This is an optimization exercise on Yosys and OpenROAD, whose aim is a short achievable clock period and few clock cycles per item, not a production implementation.
Function was checked by simulation only, so behaviour that the tests miss may differ from the original.
Power figures rest on the tool's default switching activity, not on a simulated workload.

[flow/run.sh]
#!/bin/bash
set -euo pipefail
bash standard.sh SETUP_SLACK_MARGIN=6.5 finish > standard_flow.log 2>&1
[standard.sh]
#!/bin/bash
# synth_recipe.tcl (not shown) runs the flow's synth.tcl, then flattens the netlist and writes it again
# the make line also repeats each setting of config.mk as NAME=value (left out here)
make -C /OpenROAD-flow-scripts/flow DESIGN_CONFIG=/design/flow/config.mk WORK_HOME=/design/flow/orfs CLKGATE_MAP_FILE= SYNTH_SCRIPT=/design/flow/synth_recipe.tcl "${@:-finish}"
[config.mk]
export PLATFORM = sky130hd
export DESIGN_NAME = cpu_top
export DESIGN_NICKNAME = cpu_top
export VERILOG_FILES = /design/flow/design.v
export SDC_FILE = /design/flow/constraint.sdc
export NUM_CORES = 4
export LEC_CHECK = 0
export CAP_MARGIN = 20
export CELL_PAD_IN_SITES_DETAIL_PLACEMENT = 1
export CELL_PAD_IN_SITES_GLOBAL_PLACEMENT = 2
export CORE_MARGIN = 2
export CORE_UTILIZATION = 50
export CTS_CLUSTER_DIAMETER = 80
export CTS_CLUSTER_SIZE = 20
export SLEW_MARGIN = 20
[constraint.sdc]
create_clock -name core_clock -period 9.0 [get_ports {clk}]
set_input_delay 1.8000 -clock core_clock [delete_from_list [all_inputs] [get_ports {clk}]]
set_output_delay 1.8000 -clock core_clock [all_outputs]
set_load 0.01 [all_outputs]
[design.v]
package cpu_pkg;
    localparam int data_w     = 32;
    localparam int reg_addr_w = 4;
    localparam int imm_w      = 10;
    localparam int opcode_w   = 7;
    localparam int num_regs   = 1 << reg_addr_w;
    localparam int flag_w     = 4;
    localparam logic [opcode_w-1:0] OP_NOP   = 7'h00;
    localparam logic [opcode_w-1:0] OP_HLT   = 7'h01;
    localparam logic [opcode_w-1:0] OP_MOV_I = 7'h02;
    localparam logic [opcode_w-1:0] OP_ADD_I = 7'h08;
    localparam logic [opcode_w-1:0] OP_SUB_I = 7'h09;
    localparam logic [opcode_w-1:0] OP_ADD_R = 7'h18;
    localparam logic [opcode_w-1:0] OP_SUB_R = 7'h19;
    localparam logic [opcode_w-1:0] OP_AND_R = 7'h1a;
    localparam logic [opcode_w-1:0] OP_ORR_R = 7'h1b;
    localparam logic [opcode_w-1:0] OP_XOR_R = 7'h1c;
    localparam logic [opcode_w-1:0] OP_CMP_R = 7'h1d;
    localparam int op_a_rn_bit  = 3;
    localparam int op_b_rm_bit  = 4;
    localparam int op_store_bit = 5;
    localparam int op_mem_bit   = 6;
endpackage
`timescale 1ns/10ps
import cpu_pkg::*;
module register_file
(
    input  logic                  clk,
    input  logic                  rst_n,
    input  logic                  we_a,
    input  logic [reg_addr_w-1:0] wa_a,
    input  logic [data_w-1:0]     wd_a,
    input  logic                  we_b,
    input  logic [reg_addr_w-1:0] wa_b,
    input  logic [data_w-1:0]     wd_b,
    input  logic [num_regs-1:0]   rs_0,
    input  logic [num_regs-1:0]   rs_1,
    input  logic [num_regs-1:0]   rs_2,
    output logic [data_w-1:0]     rd_0,
    output logic [data_w-1:0]     rd_1,
    output logic [data_w-1:0]     rd_2
);
    logic [data_w-1:0] regs [num_regs];
    logic [num_regs-1:0] zero;
    logic [num_regs-1:0] hit_a, hit_b;
    always_comb begin
        for (int i = 0; i < num_regs; i++) begin
            hit_a[i] = we_a && (wa_a == i[reg_addr_w-1:0]);
            hit_b[i] = we_b && (wa_b == i[reg_addr_w-1:0]);
        end
    end
    always_ff @(posedge clk or negedge rst_n) begin
        if (!rst_n) begin
            zero <= '1;
        end else begin
            zero <= zero & ~hit_a & ~hit_b;
        end
    end
    always_ff @(posedge clk) begin
        for (int i = 0; i < num_regs; i++) begin
            if (hit_a[i]) begin
                regs[i] <= wd_a;
            end else if (hit_b[i]) begin
                regs[i] <= wd_b;
            end
        end
    end
    always_comb begin
        rd_0 = '0;
        rd_1 = '0;
        rd_2 = '0;
        for (int i = 0; i < num_regs; i++) begin
            rd_0 = rd_0 | ({data_w{rs_0[i] & ~zero[i]}} & regs[i]);
            rd_1 = rd_1 | ({data_w{rs_1[i] & ~zero[i]}} & regs[i]);
            rd_2 = rd_2 | ({data_w{rs_2[i] & ~zero[i]}} & regs[i]);
        end
    end
endmodule
`timescale 1ns/10ps
import cpu_pkg::*;
module cpu_top
(
    input  logic              clk,
    input  logic              rst_n,
    output logic              wb_cyc,
    output logic              wb_stb,
    output logic              wb_we,
    output logic [data_w-1:0] wb_adr,
    output logic [data_w-1:0] wb_dat_o,
    input  logic [data_w-1:0] wb_dat_i,
    input  logic              wb_ack,
    output logic              halted,
    output logic [flag_w-1:0] status_flags
);
    localparam int fq_n   = 8;
    localparam int fq_w   = 3;   
    localparam int fq_cap = fq_n + 1;
    localparam int mq_n   = 4;
    localparam int mq_w   = 2;   
    logic                  bus_f;       
    logic                  bus_d;       
    logic                  cyc_o;
    logic                  we_o;
    logic [data_w-1:0]     adr_o;
    logic [data_w-1:0]     dat_o;
    logic [data_w-1:0]     pc_f;        
    assign wb_cyc   = cyc_o;
    assign wb_stb   = cyc_o;
    assign wb_we    = we_o;
    assign wb_adr   = adr_o;
    assign wb_dat_o = dat_o;
    logic hold;                         
    logic ack_f, ack_d;
    assign hold  = (bus_f | bus_d) & ~wb_ack;
    assign ack_f = bus_f & wb_ack;
    assign ack_d = bus_d & wb_ack;
    logic [data_w-1:0]     rdat;
    logic                  fwv;         
    logic                  ldv;         
    logic [reg_addr_w-1:0] ld_rd;
    logic                  bus_l;       
    logic [reg_addr_w-1:0] bus_rd;      
    always_ff @(posedge clk) begin
        rdat  <= wb_dat_i;
        ld_rd <= bus_rd;
    end
    always_ff @(posedge clk or negedge rst_n) begin
        if (!rst_n) begin
            fwv <= 1'b0;
            ldv <= 1'b0;
        end else begin
            fwv <= ack_f;
            ldv <= bus_l & wb_ack;
        end
    end
    logic [data_w-1:0]     fq [fq_n];
    logic [fq_w:0]         fq_wp, fq_rp;
    logic                  fq_empty;
    logic                  fq_ne;       
    logic [fq_w:0]         fq_cnt;
    logic [data_w-1:0]     nx;
    logic                  nx_v;
    assign fq_empty = ~fq_ne;
    assign nx       = fq_empty ? rdat : fq[fq_rp[fq_w-1:0]];
    assign nx_v     = ~fq_empty | fwv;
    logic [opcode_w-1:0]   n_op;
    logic [reg_addr_w-1:0] n_rd, n_rn, n_rm;
    logic n_mem, n_store, n_load, n_hlt, n_cmp, n_logic, n_sub, n_wrd, n_wbase;
    logic n_use_rn, n_use_rm;
    logic [1:0] n_lop;
    logic [num_regs-1:0] n_rn_oh, n_rm_oh, n_rd_oh, n_touch;
    always_comb begin
        n_op     = nx[31:25];
        n_rd     = nx[24:21];
        n_rn     = nx[20:17];
        n_rm     = nx[16:13];
        n_mem    = n_op[op_mem_bit];
        n_store  = n_mem & n_op[op_store_bit];
        n_load   = n_mem & ~n_op[op_store_bit];
        n_hlt    = (n_op == OP_HLT);
        n_cmp    = (n_op == OP_CMP_R);
        n_logic  = (n_op == OP_AND_R) | (n_op == OP_ORR_R) | (n_op == OP_XOR_R);
        n_lop    = (n_op == OP_AND_R) ? 2'd0 : (n_op == OP_ORR_R) ? 2'd1 : 2'd2;
        n_sub    = n_mem ? ~nx[11]
                         : ((n_op == OP_SUB_I) | (n_op == OP_SUB_R) | (n_op == OP_CMP_R));
        n_wrd    = (n_op == OP_MOV_I) | (n_op == OP_ADD_I) | (n_op == OP_SUB_I) |
                   (n_op == OP_ADD_R) | (n_op == OP_SUB_R) | n_logic;
        n_wbase  = n_mem & (~nx[12] | nx[10]);
        n_use_rn = n_op[op_a_rn_bit];
        n_use_rm = n_op[op_b_rm_bit];
        for (int i = 0; i < num_regs; i++) begin
            n_rn_oh[i] = (n_rn == i[reg_addr_w-1:0]);
            n_rm_oh[i] = (n_rm == i[reg_addr_w-1:0]);
            n_rd_oh[i] = (n_rd == i[reg_addr_w-1:0]);
        end
        n_touch  = (n_rn_oh & {num_regs{n_use_rn | n_wbase}}) |
                   (n_rm_oh & {num_regs{n_use_rm}}) |
                   (n_rd_oh & {num_regs{n_store | n_load | n_wrd}});
    end
    logic                  v_d;
    logic                  stop;        
    logic [reg_addr_w-1:0] d_rd, d_rn, d_rm, d_wreg;
    logic [num_regs-1:0]   d_rn_oh, d_rm_oh, d_rd_oh, d_touch;
    logic [imm_w-1:0]      d_imm;
    logic d_mem, d_store, d_load, d_hlt, d_cmp, d_logic, d_sub, d_we, d_P;
    logic d_use_rn, d_use_rm;
    logic [1:0] d_lop;
    localparam int hw = data_w / 2;
    logic                  v_1;
    logic                  x1_we, x1_mem, x1_store, x1_load, x1_cmp, x1_hlt;
    logic [reg_addr_w-1:0] x1_wreg, x1_rd;
    logic                  x1_P, x1_sub, x1_sel_add, x1_sel_sub, x1_sel_log;
    logic [1:0]            x1_lop;
    logic [hw-1:0]         a1l, b1l, s1l;       
    logic [hw-1:0]         a1h, b1h, s1h;       
    logic                  fa1, fb1, fs1;       
    logic                  wa1, wb1, ws1;       
    logic [hw:0]   addl, subl;
    logic [hw-1:0] logl, resl, offl;
    logic [hw:0]   subl_w;
    assign addl   = {1'b0, a1l} + {1'b0, b1l};
    assign subl_w = {1'b0, a1l} - {1'b0, b1l};
    assign subl   = {~subl_w[hw], subl_w[hw-1:0]};
    assign logl = (x1_lop == 2'd0) ? (a1l & b1l) :
                  (x1_lop == 2'd1) ? (a1l | b1l) : (a1l ^ b1l);
    assign resl = ({hw{x1_sel_add}} & addl[hw-1:0]) |
                  ({hw{x1_sel_sub}} & subl[hw-1:0]) |
                  ({hw{x1_sel_log}} & logl);
    assign offl = x1_sub ? subl[hw-1:0] : addl[hw-1:0];
    logic                  v_2;
    logic                  x2_we, x2_mem, x2_store, x2_load, x2_cmp, x2_hlt;
    logic [reg_addr_w-1:0] x2_wreg, x2_rd;
    logic                  x2_P, x2_sub, x2_sel_add, x2_sel_sub, x2_sel_log;
    logic [1:0]            x2_lop;
    logic [hw-1:0]         a2h, b2h, s2h;
    logic [hw-1:0]         a2l, s2l, r2l, off2l;
    logic                  c2_add, c2_sub, z2l;
    logic [hw:0]   addh, subh;
    logic [hw-1:0] logh, resh, offh;
    logic [data_w-1:0] e_wval, e_addr, e_s;
    logic [hw+1:0] addh_w, subh_w;
    assign addh_w = {1'b0, a2h, 1'b1} + {1'b0, b2h, c2_add};
    assign subh_w = {1'b0, a2h, 1'b1} + {1'b0, ~b2h, c2_sub};
    assign addh   = addh_w[hw+1:1];
    assign subh   = subh_w[hw+1:1];
    assign logh   = (x2_lop == 2'd0) ? (a2h & b2h) :
                    (x2_lop == 2'd1) ? (a2h | b2h) : (a2h ^ b2h);
    assign resh   = ({hw{x2_sel_add}} & addh[hw-1:0]) |
                    ({hw{x2_sel_sub}} & subh[hw-1:0]) |
                    ({hw{x2_sel_log}} & logh);
    assign offh   = x2_sub ? subh[hw-1:0] : addh[hw-1:0];
    assign e_wval = {resh, r2l};
    assign e_addr = x2_P ? {offh, off2l} : {a2h, a2l};
    assign e_s    = {s2h, s2l};
    logic                  w_we;
    logic [reg_addr_w-1:0] w_reg;
    logic [data_w-1:0]     w_val;
    always_ff @(posedge clk or negedge rst_n) begin
        if (!rst_n) begin
            w_we <= 1'b0;
        end else begin
            w_we <= v_2 & x2_we;
        end
    end
    always_ff @(posedge clk) begin
        w_reg <= x2_wreg;
        w_val <= e_wval;
    end
    logic [data_w-1:0] rf_n, rf_m, rf_d;
    register_file u_regs (
        .clk  (clk),
        .rst_n(rst_n),
        .we_a (w_we),
        .wa_a (w_reg),
        .wd_a (w_val),
        .we_b (ldv),
        .wa_b (ld_rd),
        .wd_b (rdat),
        .rs_0 (d_rn_oh),
        .rs_1 (d_rm_oh),
        .rs_2 (d_rd_oh),
        .rd_0 (rf_n),
        .rd_1 (rf_m),
        .rd_2 (rf_d)
    );
    logic [num_regs-1:0] pend;
    logic hazard;
    assign hazard = |(pend & d_touch);
    logic [data_w-1:0]     mq_adr [mq_n];
    logic [data_w-1:0]     mq_dat [mq_n];
    logic                  mq_st  [mq_n];
    logic [reg_addr_w-1:0] mq_rd  [mq_n];
    logic [mq_w:0]         mq_wp, mq_rp;
    logic [mq_w:0]         mq_cnt;      
    localparam logic [mq_w:0] mq_lim = mq_n;
    logic ex_req;
    logic mem_block;
    assign ex_req    = v_2 & x2_mem;
    assign mem_block = d_mem & ((mq_cnt + {{mq_w{1'b0}}, ex_req} + {{mq_w{1'b0}}, v_1 & x1_mem})
                                >= mq_lim);
    logic d_go;
    logic d_take;
    assign d_go   = v_d & ~stop & ~hazard & ~mem_block;
    assign d_take = ~v_d | d_go;
    always_ff @(posedge clk or negedge rst_n) begin
        if (!rst_n) begin
            pend <= '0;
        end else begin
            for (int i = 0; i < num_regs; i++) begin
                if (d_go && d_load && d_rd_oh[i]) begin
                    pend[i] <= 1'b1;
                end else if (bus_l && wb_ack && bus_rd == i[reg_addr_w-1:0]) begin
                    pend[i] <= 1'b0;
                end
            end
        end
    end
    logic hit_1_n, hit_1_m, hit_1_d;
    logic hit_2_n, hit_2_m, hit_2_d;
    logic hit_w_n, hit_w_m, hit_w_d;
    logic hit_l_n, hit_l_m, hit_l_d;
    assign hit_1_n = v_1 & x1_we & (x1_wreg == d_rn);
    assign hit_1_m = v_1 & x1_we & (x1_wreg == d_rm);
    assign hit_1_d = v_1 & x1_we & (x1_wreg == d_rd);
    assign hit_2_n = v_2 & x2_we & (x2_wreg == d_rn);
    assign hit_2_m = v_2 & x2_we & (x2_wreg == d_rm);
    assign hit_2_d = v_2 & x2_we & (x2_wreg == d_rd);
    assign hit_w_n = w_we & (w_reg == d_rn);
    assign hit_w_m = w_we & (w_reg == d_rm);
    assign hit_w_d = w_we & (w_reg == d_rd);
    assign hit_l_n = ldv & (ld_rd == d_rn);
    assign hit_l_m = ldv & (ld_rd == d_rm);
    assign hit_l_d = ldv & (ld_rd == d_rd);
    logic [data_w-1:0] old_n, old_m, old_d;
    assign old_n = hit_w_n ? w_val : hit_l_n ? rdat : rf_n;
    assign old_m = hit_w_m ? w_val : hit_l_m ? rdat : rf_m;
    assign old_d = hit_w_d ? w_val : hit_l_d ? rdat : rf_d;
    logic [hw-1:0] al_rest, bl_rest, sl_rest;
    logic          al_fwd, bl_fwd;
    assign al_fwd  = d_use_rn & hit_1_n;
    assign bl_fwd  = d_use_rm & hit_1_m;
    assign al_rest = ~d_use_rn ? '0 : hit_2_n ? r2l : old_n[hw-1:0];
    assign bl_rest = ~d_use_rm ? {{(hw - imm_w){1'b0}}, d_imm} :
                     hit_2_m ? r2l : old_m[hw-1:0];
    assign sl_rest = hit_2_d ? r2l : old_d[hw-1:0];
    logic [hw-1:0] ah_d, bh_d, sh_d;
    assign ah_d = d_use_rn ? old_n[data_w-1:hw] : '0;
    assign bh_d = d_use_rm ? old_m[data_w-1:hw] : '0;
    assign sh_d = old_d[data_w-1:hw];
    always_ff @(posedge clk or negedge rst_n) begin
        if (!rst_n) begin
            v_d  <= 1'b0;
            stop <= 1'b0;
            v_1  <= 1'b0;
            v_2  <= 1'b0;
        end else begin
            if (d_take) begin
                v_d <= nx_v;
            end
            if (d_go & d_hlt) begin
                stop <= 1'b1;
            end
            v_1 <= d_go;
            v_2 <= v_1;
        end
    end
    always_ff @(posedge clk) begin
        if (d_take) begin
            d_rd     <= n_rd;
            d_rn     <= n_rn;
            d_rm     <= n_rm;
            d_wreg   <= n_mem ? n_rn : n_rd;
            d_rn_oh  <= n_rn_oh;
            d_rm_oh  <= n_rm_oh;
            d_rd_oh  <= n_rd_oh;
            d_touch  <= n_touch;
            d_imm    <= nx[imm_w-1:0];
            d_mem    <= n_mem;
            d_store  <= n_store;
            d_load   <= n_load;
            d_hlt    <= n_hlt;
            d_cmp    <= n_cmp;
            d_logic  <= n_logic;
            d_sub    <= n_sub;
            d_we     <= n_wrd | n_wbase;
            d_P      <= nx[12];
            d_use_rn <= n_use_rn;
            d_use_rm <= n_use_rm;
            d_lop    <= n_lop;
        end
    end
    always_ff @(posedge clk) begin
        x1_we      <= d_we;
        x1_mem     <= d_mem;
        x1_store   <= d_store;
        x1_load    <= d_load;
        x1_cmp     <= d_cmp;
        x1_hlt     <= d_hlt;
        x1_wreg    <= d_wreg;
        x1_rd      <= d_rd;
        x1_P       <= d_P;
        x1_sub     <= d_sub;
        x1_sel_log <= d_logic;
        x1_sel_add <= ~d_logic & ~d_sub;
        x1_sel_sub <= ~d_logic & d_sub;
        x1_lop     <= d_lop;
        a1l        <= al_fwd ? resl : al_rest;
        b1l        <= bl_fwd ? resl : bl_rest;
        s1l        <= hit_1_d ? resl : sl_rest;
        a1h        <= ah_d;
        b1h        <= bh_d;
        s1h        <= sh_d;
        fa1        <= d_use_rn & hit_1_n;
        fb1        <= d_use_rm & hit_1_m;
        fs1        <= hit_1_d;
        wa1        <= d_use_rn & hit_2_n;
        wb1        <= d_use_rm & hit_2_m;
        ws1        <= hit_2_d;
        x2_we      <= x1_we;
        x2_mem     <= x1_mem;
        x2_store   <= x1_store;
        x2_load    <= x1_load;
        x2_cmp     <= x1_cmp;
        x2_hlt     <= x1_hlt;
        x2_wreg    <= x1_wreg;
        x2_rd      <= x1_rd;
        x2_P       <= x1_P;
        x2_sub     <= x1_sub;
        x2_sel_log <= x1_sel_log;
        x2_sel_add <= x1_sel_add;
        x2_sel_sub <= x1_sel_sub;
        x2_lop     <= x1_lop;
        a2l        <= a1l;
        s2l        <= s1l;
        r2l        <= resl;
        off2l      <= offl;
        c2_add     <= addl[hw];
        c2_sub     <= subl[hw];
        z2l        <= (a1l == b1l);
        a2h        <= fa1 ? resh : wa1 ? w_val[data_w-1:hw] : a1h;
        b2h        <= fb1 ? resh : wb1 ? w_val[data_w-1:hw] : b1h;
        s2h        <= fs1 ? resh : ws1 ? w_val[data_w-1:hw] : s1h;
    end
    logic          fq_take;
    logic [fq_w:0] fq_cnt_up, fq_cnt_dn, fq_cnt_nx;
    logic          fq_ne_up, fq_ne_dn, fq_ne_nx;
    assign fq_take   = d_take & nx_v;
    assign fq_cnt_up = fq_cnt + {{fq_w{1'b0}}, fwv};
    assign fq_cnt_dn = fq_cnt + {{fq_w{1'b0}}, fwv} - 1'b1;
    assign fq_ne_up  = fq_ne | fwv;
    assign fq_ne_dn  = (fq_cnt > 1) | ((fq_cnt == 1) & fwv);
    assign fq_cnt_nx = fq_take ? fq_cnt_dn : fq_cnt_up;
    assign fq_ne_nx  = fq_take ? fq_ne_dn : fq_ne_up;
    always_ff @(posedge clk) begin
        if (fwv) begin
            fq[fq_wp[fq_w-1:0]] <= rdat;
        end
    end
    always_ff @(posedge clk or negedge rst_n) begin
        if (!rst_n) begin
            fq_wp  <= '0;
            fq_rp  <= '0;
            fq_cnt <= '0;
            fq_ne  <= 1'b0;
        end else begin
            if (fwv) begin
                fq_wp <= fq_wp + 1'b1;
            end
            if (d_take & nx_v) begin
                fq_rp <= fq_rp + 1'b1;
            end
            fq_cnt <= fq_cnt_nx;
            fq_ne  <= fq_ne_nx;
        end
    end
    always_ff @(posedge clk) begin
        if (ex_req) begin
            mq_adr[mq_wp[mq_w-1:0]] <= e_addr;
            mq_dat[mq_wp[mq_w-1:0]] <= e_s;
            mq_st[mq_wp[mq_w-1:0]]  <= x2_store;
            mq_rd[mq_wp[mq_w-1:0]]  <= x2_rd;
        end
    end
    logic [3:0] f_cnt, i_cnt;
    logic       fetch_ok;
    assign fetch_ok = ~stop & ((f_cnt - i_cnt) < 4'(fq_cap));
    logic [mq_w-1:0]   rp, rp1;
    logic              has0, has1;      
    logic              d_nx, f_nx;      
    logic [data_w-1:0] pc_p4;
    assign rp    = mq_rp[mq_w-1:0];
    assign rp1   = rp + 1'b1;
    assign has0  = (mq_cnt != 0);
    assign has1  = (mq_cnt > 1);
    assign pc_p4 = pc_f + 32'd4;
    assign bus_l  = bus_d & ~mq_st[rp];
    assign bus_rd = mq_rd[rp];
    always_comb begin
        if (hold) begin
            d_nx = bus_d;
            f_nx = bus_f;
        end else begin
            d_nx = ack_d ? has1 : has0;
            f_nx = ~d_nx & fetch_ok;
        end
    end
    logic hlt_pend;
    logic hlt_done;
    logic halt_now;
    assign halt_now = hlt_pend & ~hold & ~(ack_d ? has1 : has0);
    always_ff @(posedge clk or negedge rst_n) begin
        if (!rst_n) begin
            mq_wp    <= '0;
            mq_rp    <= '0;
            mq_cnt   <= '0;
            f_cnt    <= '0;
            i_cnt    <= '0;
            bus_f    <= 1'b0;
            bus_d    <= 1'b0;
            cyc_o    <= 1'b0;
            pc_f     <= '0;
            hlt_pend <= 1'b0;
            hlt_done <= 1'b0;
            halted   <= 1'b0;
        end else begin
            if (ex_req) begin
                mq_wp <= mq_wp + 1'b1;
            end
            if (ack_d) begin
                mq_rp <= mq_rp + 1'b1;
            end
            mq_cnt <= mq_cnt + {{mq_w{1'b0}}, ex_req} - {{mq_w{1'b0}}, ack_d};
            if (ack_f) begin
                pc_f <= pc_p4;
            end
            if (d_go) begin
                i_cnt <= i_cnt + 4'd1;
            end
            if (~hold & f_nx) begin
                f_cnt <= f_cnt + 4'd1;
            end
            if (v_2 & x2_hlt) begin
                hlt_pend <= 1'b1;
            end
            if (halt_now) begin
                hlt_done <= 1'b1;
            end
            halted <= hlt_done;
            bus_f <= f_nx;
            bus_d <= d_nx;
            cyc_o <= f_nx | d_nx;
        end
    end
    always_ff @(posedge clk) begin
        if (d_nx) begin
            adr_o <= ack_d ? mq_adr[rp1] : mq_adr[rp];
        end else begin
            adr_o <= ack_f ? pc_p4 : pc_f;
        end
        dat_o <= ack_d ? mq_dat[rp1] : mq_dat[rp];
        we_o  <= d_nx & (ack_d ? mq_st[rp1] : mq_st[rp]);
    end
    logic [flag_w-1:0] flags_q;
    always_ff @(posedge clk or negedge rst_n) begin
        if (!rst_n) begin
            flags_q      <= '0;
            status_flags <= '0;
        end else begin
            if (v_2 & x2_cmp) begin
                flags_q <= {subh[hw-1], z2l & (a2h == b2h), subh[hw],
                            (a2h[hw-1] != b2h[hw-1]) & (subh[hw-1] != a2h[hw-1])};
            end
            status_flags <= flags_q;
        end
    end
endmodule
==> impl_metrics.json, run 1 <==
{
  "rsz0062_at_grt": "yes",
  "hold_slack_ns": 0.325,
  "wl_um": 364000,
  "fmax_mhz": 318,
  "register_area_mm2": 0.0453,
  "multi_input_area_mm2": 0.0372,
  "post_drt_wl_per_cell_um": 40.6,
  "drtIter0Drc": 11200,
  "grt_pass1_wl_um": 481000,
  "peakVddDrop_uv": 234,
  "setup_viol": 0,
  "regMostFlops": "u_regs.regs",
  "async_flop_share": 0.0661,
  "dp_hpwl_um": 187000,
  "crit_chain": "buf_2",
  "rr_startpoint": "fq_rp[0]$_DFFE_PN0P_",
  "synthCells": 6557,
  "yosys-mux-area-fraction": 0.109,
  "htree_levels": 3,
  "antenna_found_initial": 19,
  "syn_nets": 6712,
  "synth_compound_area_frac": 0.172,
  "p_seq_frac": 0.429,
  "root_buffer": "clkbuf_16",
  "synthSimpleGateAreaFrac": 0.0763,
  "p_comb_frac": 0.330,
  "cts_hold_buf": 0,
  "place_area_mm2": 0.0835,
  "routed_via_density": 7.44,
  "layout_commonest_cell": "edfxtp_1",
  "post-route-min-period_ns": 3.15,
  "final_layout_size_suffix_gt1_frac": 0.359,
  "grt_use_total": 0.413,
  "slowest_delay_ns": 0.41,
  "crit_path_end_kind": "output pin",
  "cts_tree": "built",
  "io_pins": 107,
  "vias": 66700,
  "worst_slack_ns": 5.85,
  "grt_max_degree": 87,
  "worstPathMaxFanout": 1,
  "fillers": 14900,
  "synth_fa_ha_area_frac": 0.0194,
  "pwr-share-clk": 0.241,
  "start_util": 0.502,
  "path_delay_family": "flip-flops",
  "yosysWarnings": 3,
  "clk_path_buf_depth": 3,
  "critical_path_class": "reg2out",
  "cts.sinks": 1650,
  "p_per_area_mw_per_mm2": 226,
  "period_share": 0.350,
  "finalHoldViolCount": 0,
  "synth-xor-area-share": 0.0154,
  "cp.arrival_ns": 1.35,
  "ys_types": 94,
  "rows": 146,
  "max-slew-margin-rel": 0.218,
  "power.leakage_nw": 33.6,
  "drcViolationCount": 0,
  "drv_cap": 0,
  "min_from": "s1l[0]$_DFF_P_",
  "die_area_mm2": 0.162,
  "slew_violations": 0,
  "final_cell_area_mm2": 0.0974,
  "pre_cts_slack_ns": 3.66,
  "routabilityCongestion": 0.907,
  "cp-startpoint": "status_flags[2]$_DFF_PN0_",
  "p_int_w": 0.0142,
  "synth_edf_count": 1147,
  "io_buffers": 106,
  "skew_ns": 0.0637,
  "synth-seq-cells": 1650,
  "syn_to_final_growth_pct": 22.8,
  "avgSynthCellArea_um2": 12.1,
  "p_switching_w": 0.00781,
  "swShare": 0.355,
  "synth_top_family_by_area": "compound AO/OA/AOI/OAI gates",
  "crit_buf_inv": 1,
  "fin_setup_tns_ns": 0,
  "die_h_um": 402,
  "cpMaxStageDelayCell": "dfrtp_1",
  "cts_buffers": 106,
  "clk_pin_slew_ns": 0.09,
  "layout_common_cells": "edfxtp_1, mux2_2, a22oi_1, buf_4, nand2_1",
  "grt_pass1_vias": 64500,
  "holdCritPathClass": "reg2reg",
  "worstSetupStartpointType": "register",
  "core_area_mm2": 0.158,
  "overflow": 0,
  "outcome": "timing/DRC/antenna clean",
  "die_x_um": 402,
  "yosys_most_used_dff": "edfxtp_1",
  "largest_reg_flops": 512,
  "fin_nets": 6943,
  "rrSetupSlack_ns": 5.93,
  "worstPathRequired_ns": 7.20,
  "synthesis.area_mm2": 0.0793,
  "ys_seq_area_frac": 0.569,
  "tightest_slew_ns": 1.17,
  "clock_latency_ns": 0.84,
  "ant_nets": 0,
  "drt-pass1-iter-count": 13
}
-- final timing paths --
kind,end,cells after the start
min in group asynchronous,pc_f[10]$_DFF_PN0_,1
worst max-delay path,status_flags[2],1
max in group asynchronous,v_2$_DFF_PN0_,2
worst min-delay path,s2l[0]$_DFF_P_,0
worst max register to register,d_touch[7]$_DFFE_PP_,11
worst min register to register,s2l[0]$_DFF_P_,0
-- power groups by stage --
stage	Combinational (W)	Sequential, W	Clock (W)
3_3_place_gp	0.00456	0.00947	0
3_5_place_dp	0.00471	0.00948	0
5_1_grt	0.00752	0.00946	0.00557
6_report	0.00726	0.00942	0.00531
2_1_floorplan	0.00327	0.00919	0
4_1_cts	0.00620	0.00936	0.00530
-- area by class of cell --
| cell class | count | area share |
|---|---|---|
| antenna | 20 | 0.000514 |
| clock buffer | 149 | 0.0295 |
| clock inverter | 44 | 0.00621 |
| inverter | 184 | 0.00807 |
| multi-input combinational | 4126 | 0.382 |
| sequential | 1650 | 0.465 |
| tap | 2072 | 0.0266 |
| timing repair buffer | 717 | 0.0814 |
| timing repair inverter | 3 | 0.000411 |
-- metrics by stage --
stage | instances | power, W | utilization
final | 8965 | 0.0220 | 0.617
after global routing | 8947 | 0.0225 | 0.617
after CTS | 8767 | 0.0209 | 0.591
after detailed placement | 8291 | 0.0142 | 0.529
after global placement | 8290 | 0.0140 | 0.529
after floorplan | 6557 | 0.0125 | -
-- metal layers --
layer  wire length, um  global-route usage  part of all wire
met5               819             0.00178            0.0023
met4             27900               0.220             0.077
met3             47600               0.149              0.13
met2            157000               0.625              0.43
met1            131000               0.518              0.36
-- logic make-up after synthesis --
logic type | count (synthesis)
fa+ha+maj | 120
flops | 1650
mux | 708
xor+xnor | 139
simple gates | 1247
buf+inv | 798
compound gates | 1895
-- timing repair --
item / 4_1_cts / 5_1_grt
setup endpoints to repair: 1752 / 823
setup buffers: 251 / 163
pin swaps: 167 / 236
gates resized for setup: 1256 / 512
gates cloned: 32 / 15
-- synth_stat cells, drive strengths merged, types with 36 or more instances --
library cell | count | area [um2]
a211oi | 70 | 526
a21o | 37 | 278
a21oi | 163 | 816
a221oi | 155 | 1370
a22o | 143 | 1250
a22oi | 537 | 4040
buf | 77 | 370
clkbuf | 537 | 2020
dfrtp | 93 | 2330
dfxtp | 394 | 7890
edfxtp | 1147 | 34400
ha | 115 | 1440
inv | 182 | 683
mux2 | 582 | 6550
mux2i | 58 | 581
mux4 | 68 | 1540
nand2 | 382 | 1460
nand2b | 36 | 225
nand3 | 95 | 475
nand4 | 157 | 982
nor2 | 260 | 976
nor2b | 103 | 644
nor3 | 92 | 460
o211ai | 49 | 368
o21ai | 293 | 1480
o221ai | 122 | 1070
o22ai | 161 | 1010
o31ai | 41 | 308
or3 | 40 | 250
xnor2 | 90 | 788
xor2 | 49 | 429
Testbench counts, summed over its fixed seeds: cycles 15,331, instrs 12,646.
==> run 2, diff against run 1 <==
--- a/config.mk
+++ b/config.mk
@@ -11,3 +11,3 @@
 export CORE_MARGIN = 2
-export CORE_UTILIZATION = 50
+export CORE_UTILIZATION = 40
 export CTS_CLUSTER_DIAMETER = 80
==> impl_metrics.json, run 2 <==
{
  "pwr-share-clk": 0.260,
  "ant_nets": 0,
  "post-route-min-period_ns": 3.14,
  "largest_reg_flops": 512,
  "outcome": "timing/DRC/antenna clean",
  "synth_top_area_cell": "edfxtp_1",
  "rrSetupSlack_ns": 6.02,
  "min_from": "x1_hlt$_DFF_P_",
  "ys_top_cells_by_count": "edfxtp_1, mux2_2, a22oi_1, clkbuf_1, dfxtp_1",
  "use_met1": 0.473,
  "path_delay_family": "flip-flops",
  "crit_path_end_kind": "output pin",
  "yosys.area.top_type_share": 0.435,
  "synthTopCellsByArea": "edfxtp_1, dfxtp_1, mux2_2, a22oi_1, dfrtp_1",
  "synthesis.area_mm2": 0.0793,
  "skew_ns": 0.0701,
  "slew_violations": 0,
  "p_seq_frac": 0.424,
  "syn_nets": 6712,
  "worstSetupStartpointType": "register",
  "place_inst": 8873,
  "synth_edf_count": 1147,
  "rr_worst_depth": 13,
  "crit_chain": "buf_2",
  "clk_pin_slew_ns": 0.09,
  "overflow": 0,
  "use_met3": 0.0935,
  "ys_seq_area_frac": 0.569,
  "hold_depth": 0,
  "finalHoldViolCount": 0,
  "drv_cap": 0,
  "drt-pass1-iter-count": 8,
  "wl_um": 377000,
  "regToRegEndpoint": "d_touch[14]$_DFFE_PP_",
  "fin_setup_tns_ns": 0,
  "yosysMostFrequentCell": "edfxtp_1",
  "routabilityCongestion": 0.880,
  "cts_hold_buf": 0,
  "start_util": 0.402,
  "rr_startpoint": "fq_rp[0]$_DFFE_PN0P_",
  "vias": 64500,
  "p_int_w": 0.0144,
  "top_usage_layer": "met2",
  "use_met2": 0.542,
  "final_layout_size_suffix_gt1_frac": 0.367,
  "synthCells": 6557,
  "syn_to_final_growth_pct": 25.7,
  "yosys_most_used_dff": "edfxtp_1",
  "layout_common_cells": "edfxtp_1, mux2_2, a22oi_1, buf_4, nand2_1",
  "fin_nets": 7021,
  "tightest_slew_ns": 1.19,
  "holdCritPathClass": "reg2reg",
  "yosysWarnings": 3,
  "dp_hpwl_um": 204000,
  "layout.cells.non_filler": 9622,
  "post_drt_wl_per_cell_um": 39.1,
  "power.leakage_nw": 34.5,
  "routed_via_density": 6.70,
  "antenna_found_initial": 21,
  "io_buffers": 106,
  "p_per_area_mw_per_mm2": 222,
  "register_area_mm2": 0.0453,
  "p_comb_frac": 0.316,
  "worstPathRequired_ns": 7.20,
  "grt_use_total": 0.355,
  "slowest_delay_ns": 0.38,
  "async_flop_share": 0.0661,
  "setup_viol": 0,
  "whs_endpoint": "x2_hlt$_DFF_P_",
  "grt_pass1_wl_um": 510000,
  "period_share": 0.349,
  "rows": 163,
  "die_h_um": 449,
  "layout_commonest_cell": "edfxtp_1",
  "max-slew-margin-rel": 0.206,
  "fmax_mhz": 318,
  "avgSynthCellArea_um2": 12.1,
  "p_switching_w": 0.00766,
  "cpMaxStageDelayCell": "dfrtp_1",
  "regMostFlops": "u_regs.regs",
  "fillers": 19600,
  "cts_tree": "built",
  "grt_pass1_vias": 63200,
  "drcViolationCount": 0,
  "ys_types": 94,
  "die_x_um": 449,
  "cp.arrival_ns": 1.34,
  "root_buffer": "clkbuf_16",
  "core_area_mm2": 0.197,
  "rsz0062_at_grt": "yes",
  "drtIter0Drc": 8843,
  "io_pins": 107,
  "critical_path_class": "reg2out",
  "clock_latency_ns": 0.86,
  "multi_input_area_mm2": 0.0369,
  "peakVddDrop_uv": 164,
  "grt_max_degree": 82,
  "clk_path_buf_depth": 3,
  "swShare": 0.346,
  "die_area_mm2": 0.202,
  "cts_buffers": 114,
  "crit_buf_inv": 1,
  "synth-seq-cells": 1650,
  "htree_levels": 3,
  "worstPathMaxFanout": 2,
  "cts.sinks": 1650
}
-- run 2: cell counts after synthesis --
Identical to the previous run, type by type.
-- run 2: timing repair --
action / in CTS / in global routing
pin swaps: 209 / 211
endpoints found under the setup margin: 1816 / 862
gates cloned: 40 / 13
gates resized for setup: 1318 / 465
buffers inserted: 299 / 165
-- run 2: power by group through the flow --
stage               Combinational [W]  Clock (W)  Sequential (W)
CTS                           0.00607    0.00585         0.00935
finish                        0.00698    0.00576         0.00937
floorplan                     0.00327          0         0.00919
global placement              0.00476          0         0.00949
detailed placement            0.00484          0         0.00949
global route                  0.00733    0.00612         0.00941
-- run 2: cell families (layout without fill, tap and decap cells) --
group / Yosys count / count (layout) / share of synthesized area
adder cells (fa/ha/maj): 120 / 120 / 0.0194
multiplexers: 708 / 708 / 0.109
other: 0 / 14 / 0
XOR/XNOR: 139 / 139 / 0.0154
AO/OA/AOI/OAI: 1895 / 1895 / 0.172
flip-flops: 1650 / 1650 / 0.569
AND/OR/NAND/NOR: 1247 / 1254 / 0.0763
buffers and inverters: 798 / 1202 / 0.0388
-- run 2: worst max path at each step --
stage	startpoint	endpoint	slack, ns	cells after the start
3_3_place_gp	wb_ack	adr_o[26]$_DFF_P_	3.77	10
3_5_place_dp	wb_ack	adr_o[26]$_DFF_P_	3.76	10
4_1_cts	cyc_o$_DFF_PN0_	wb_cyc	5.81	1
6_report	cyc_o$_DFF_PN0_	wb_cyc	5.86	1
2_1_floorplan	v_2$_DFF_PN0_	fq_rp[1]$_DFFE_PN0P_	5.67	13
5_1_grt	cyc_o$_DFF_PN0_	wb_cyc	5.82	1
-- run 2: cell type report --
class / count / area share
clock inverters: 61 / 0.00771
diodes: 14 / 0.000352
well taps: 2640 / 0.0332
flip-flops and latches: 1650 / 0.455
repair inverters: 2 / 0.000176
inverters: 184 / 0.00794
repair buffers: 798 / 0.0934
multi-input cells: 4116 / 0.371
clock buffers: 157 / 0.0320
-- run 2: per-layer routing --
| layer | vias up | part of all wire |
|---|---|---|
| met5 | - | 0.00095 |
| li1 | 26200 | - |
| met1 | 33100 | 0.40 |
| met4 | 14 | 0.058 |
| met3 | 1134 | 0.10 |
| met2 | 4028 | 0.44 |
-- run 2: through the flow --
step                 util  total power [W]  hold slack [ns]  setup WS [ns]  area, um2
floorplan               -           0.0125            0.310           5.67      80700
global placement    0.427           0.0142            0.311           3.77      84300
detailed placement  0.428           0.0143            0.315           3.76      84300
CTS                 0.486           0.0213            0.336           5.81      95900
global route        0.505           0.0229            0.337           5.82      99600
finish              0.505           0.0221            0.333           5.86      99600
-- run 2: worst register-to-register path, cell delays in order (launching register included) --
cell and delay (ns):
dfrtp_4 0.49, buf_6 0.15, buf_6 0.11, mux4_2 0.49, a22oi_2 0.19, o21ai_2 0.09, buf_6 0.18, and4b_1 0.30
a31oi_4 0.05, o311ai_4 0.28, buf_6 0.18, buf_12 0.14, nand2_1 0.08, o221ai_1 0.09
==> run 3, diff against run 2 <==
--- a/design.v
+++ b/design.v
@@ -97,4 +97,4 @@
     localparam int fq_cap = fq_n + 1;
-    localparam int mq_n   = 4;
-    localparam int mq_w   = 2;   
+    localparam int mq_n   = 2;
+    localparam int mq_w   = 1;   
     logic                  bus_f;       
==> impl_metrics.json, run 3 <==
{
  "rr_worst_depth": 9,
  "overflow": 0,
  "async_flop_share": 0.0702,
  "syn_to_final_growth_pct": 24.7,
  "p_per_area_mw_per_mm2": 211,
  "die_x_um": 427,
  "p_switching_w": 0.00621,
  "routabilityCongestion": 0.909,
  "worstSetupStartpointType": "register",
  "post_drt_wl_per_cell_um": 38.8,
  "rows": 155,
  "yosys-mux-area-fraction": 0.111,
  "finalHoldViolCount": 0,
  "yosys_most_used_dff": "edfxtp_1",
  "largest_reg_flops": 512,
  "cts_buffers": 112,
  "cts_hold_buf": 0,
  "synth_top_area_cell": "edfxtp_1",
  "outcome": "timing/DRC/antenna clean",
  "critical_path_class": "reg2out",
  "tightest_slew_ns": 1.17,
  "wl_um": 339000,
  "synthCells": 5984,
  "grt_max_degree": 66,
  "vias": 58400,
  "holdCritPathClass": "reg2reg",
  "ys_top_cells_by_count": "edfxtp_1, mux2_2, nand2_1, a22oi_1, clkbuf_1",
  "min_from": "s1l[13]$_DFF_P_",
  "place_inst": 8086,
  "p_seq_frac": 0.449,
  "synth_top_family_by_area": "compound AO/OA/AOI/OAI gates",
  "synth_edf_count": 1009,
  "ant_nets": 0,
  "ys_types": 86,
  "grt_pass1_wl_um": 458000,
  "rrSetupSlack_ns": 5.95,
  "drt-pass1-iter-count": 9,
  "io_buffers": 106,
  "crit_chain": "buf_6",
  "synthTopCellsByArea": "edfxtp_1, dfxtp_1, mux2_2, a22oi_1, dfrtp_1",
  "synth-xor-area-share": 0.0184,
  "synthesis.area_mm2": 0.0717,
  "rsz0062_at_grt": "yes",
  "routed_via_density": 6.69,
  "path_delay_family": "flip-flops",
  "cp.arrival_ns": 1.33,
  "grt_use_total": 0.357,
  "cts.sinks": 1509,
  "post-route-min-period_ns": 3.13,
  "yosysMostFrequentCell": "edfxtp_1",
  "io_pins": 107,
  "crit_buf_inv": 1,
  "slowest_delay_ns": 0.42,
  "swShare": 0.328,
  "max-slew-margin-rel": 0.218,
  "p_int_w": 0.0127,
  "fin_nets": 6421,
  "final_layout_size_suffix_gt1_frac": 0.355,
  "rr_startpoint": "fq_rp[0]$_DFFE_PN0P_",
  "worstPathMaxFanout": 1,
  "root_buffer": "clkbuf_16",
  "fmax_mhz": 319,
  "pwr-share-clk": 0.290,
  "synth_fa_ha_area_frac": 0.0204,
  "grt_pass1_vias": 56200,
  "slew_violations": 0,
  "cts_tree": "built",
  "setup_viol": 0,
  "whs_endpoint": "s2l[13]$_DFF_P_",
  "crit_path_end_kind": "output pin",
  "antenna_found_initial": 12,
  "synth-seq-cells": 1509,
  "yosys.area.top_type_share": 0.422,
  "die_h_um": 427,
  "avgSynthCellArea_um2": 12.0,
  "synth_compound_area_frac": 0.162,
  "clk_path_buf_depth": 3,
  "cpMaxStageDelayCell": "dfxtp_4",
  "layout.cells.non_filler": 8730,
  "layout_common_cells": "edfxtp_1, mux2_2, a22oi_1, nand2_1, buf_4",
  "power.leakage_nw": 31.5,
  "drcViolationCount": 0,
  "drtIter0Drc": 8746,
  "syn_nets": 6133,
  "regMostFlops": "u_regs.regs",
  "fin_setup_tns_ns": 0,
  "die_area_mm2": 0.183,
  "start_util": 0.402,
  "skew_ns": 0.0555,
  "yosysWarnings": 3,
  "hold_depth": 0,
  "layout_commonest_cell": "edfxtp_1",
  "regToRegEndpoint": "d_touch[4]$_DFFE_PP_",
  "ys_seq_area_frac": 0.570,
  "worstPathRequired_ns": 7.20,
  "p_comb_frac": 0.262,
  "period_share": 0.348,
  "core_area_mm2": 0.178,
  "synthSimpleGateAreaFrac": 0.0802,
  "drv_cap": 0,
  "peakVddDrop_uv": 188,
  "htree_levels": 3,
  "clk_pin_slew_ns": 0.08,
  "dp_hpwl_um": 193000,
  "clock_latency_ns": 0.83
}
run 3: cell count changes after synthesis, moves of 26 or more:
| cell | delta |
|---|---|
| o31ai_1 | -30 |
| mux2_2 | -70 |
| clkbuf_1 | -79 |
| o21ai_1 | +46 |
| nor3_1 | -57 |
| o22ai_1 | -38 |
| o21ai_0 | -131 |
| nand2_1 | +91 |
| a211oi_1 | +26 |
| o221ai_1 | -92 |
| a22oi_1 | -75 |
| edfxtp_1 | -138 |
| or3_1 | -35 |
run 3: area by class of cell:
| cell class | count | area, um2 |
|---|---|---|
| antenna | 6 | 15.0 |
| clock buffer | 148 | 3010 |
| clock inverter | 63 | 803 |
| fill | 17700 | 88800 |
| inverter | 188 | 781 |
| multi-input combinational | 3762 | 33100 |
| sequential | 1509 | 41100 |
| tap | 2355 | 2950 |
| timing repair buffer | 699 | 7720 |
run 3: power by group through the flow:
stage | clock (W) | combinational (W) | sequential [W]
after global routing | 0.00579 | 0.00525 | 0.00853
after CTS | 0.00555 | 0.00434 | 0.00846
after global placement | 0 | 0.00353 | 0.00861
final | 0.00547 | 0.00494 | 0.00848
after floorplan | 0 | 0.00229 | 0.00840
after detailed placement | 0 | 0.00358 | 0.00862
run 3: logic make-up (layout without fill, tap and decap cells):
logic type,Yosys count,count (layout)
AOI/OAI and AO/OA,1611,1611
xor gates and xnor gates,151,151
muxes,649,649
buffers and inverters,719,1098
DFF,1509,1509
adders and majority gates,114,114
other,0,6
and+or+nand+nor,1231,1237
run 3: how the worst max path moves through the flow:
stage / start / end / slack, ns / cells after the start
final: adr_o[31]$_DFF_P_ / wb_adr[31] / 5.87 / 1
after global routing: adr_o[31]$_DFF_P_ / wb_adr[31] / 5.83 / 1
after CTS: adr_o[31]$_DFF_P_ / wb_adr[31] / 5.79 / 1
after detailed placement: fq_rp[0]$_DFFE_PN0P_ / d_touch[4]$_DFFE_PP_ / 4.42 / 8
after global placement: fq_rp[0]$_DFFE_PN0P_ / d_touch[14]$_DFFE_PP_ / 4.39 / 8
after floorplan: wb_ack / f_cnt[1]$_DFFE_PN0P_ / 5.93 / 6
run 3: timing repair:
item,CTS,global route
setup endpoints to repair,1580,537
gates resized for setup,1168,448
setup buffers,258,145
gates cloned,14,10
pin swaps,189,226
run 3: per-stage QoR:
stage	cell area (um2)	hold WS, ns	power, W	utilization	worst slack (ns)
after floorplan	72400	0.310	0.0107	-	5.93
after global placement	76200	0.311	0.0121	0.427	4.39
after detailed placement	76200	0.313	0.0122	0.427	4.42
after CTS	85900	0.332	0.0184	0.482	5.79
after global routing	89400	0.341	0.0196	0.502	5.83
final	89400	0.333	0.0189	0.502	5.87
run 3: layer usage:
layer / GRT usage / vias to the layer above / share of wire
li1: - / 23600 / -
met1: 0.486 / 29700 / 0.40
met2: 0.525 / 3959 / 0.43
met3: 0.108 / 1109 / 0.12
met4: 0.155 / 14 / 0.053
met5: 0.00159 / - / 0.00064
Testbench counts of run 3, summed over its fixed seeds: cycles 15,354, instrs 12,646.

## separate check: timing with driven ports
Ports are ideal in the flow. The routed layouts listed here were re-timed in OpenROAD. Step 1 sets driving cells, clkbuf_16 on the clock port and buf_2 on the other inputs (assumed; they add their load-dependent delay and slew). Step 2 also shifts input and output timing later by t, the mid clock arrival at the registers, as if the neighbouring blocks saw the same clock. a / b / c = no drivers / after step 1 / after step 2; a / b = the first two.
run	t, ns	setup slack, ns	hold WS [ns]	worst slew at a driven data input, ns
run 1	0.894	5.854 / 5.765 / 5.411	0.325 / 0.325 / 0.325	0.08
run 2	0.909	5.860 / 5.777 / 5.575	0.333 / 0.333 / 0.333	0.08
run 3	0.891	5.870 / 5.780 / 5.636	0.333 / 0.333 / 0.333	0.07
After both steps every run listed still meets setup and hold. For run 1, which loses most, drivers alone change the setup slack by -0.089 ns; drivers and shift together by -0.443 ns.
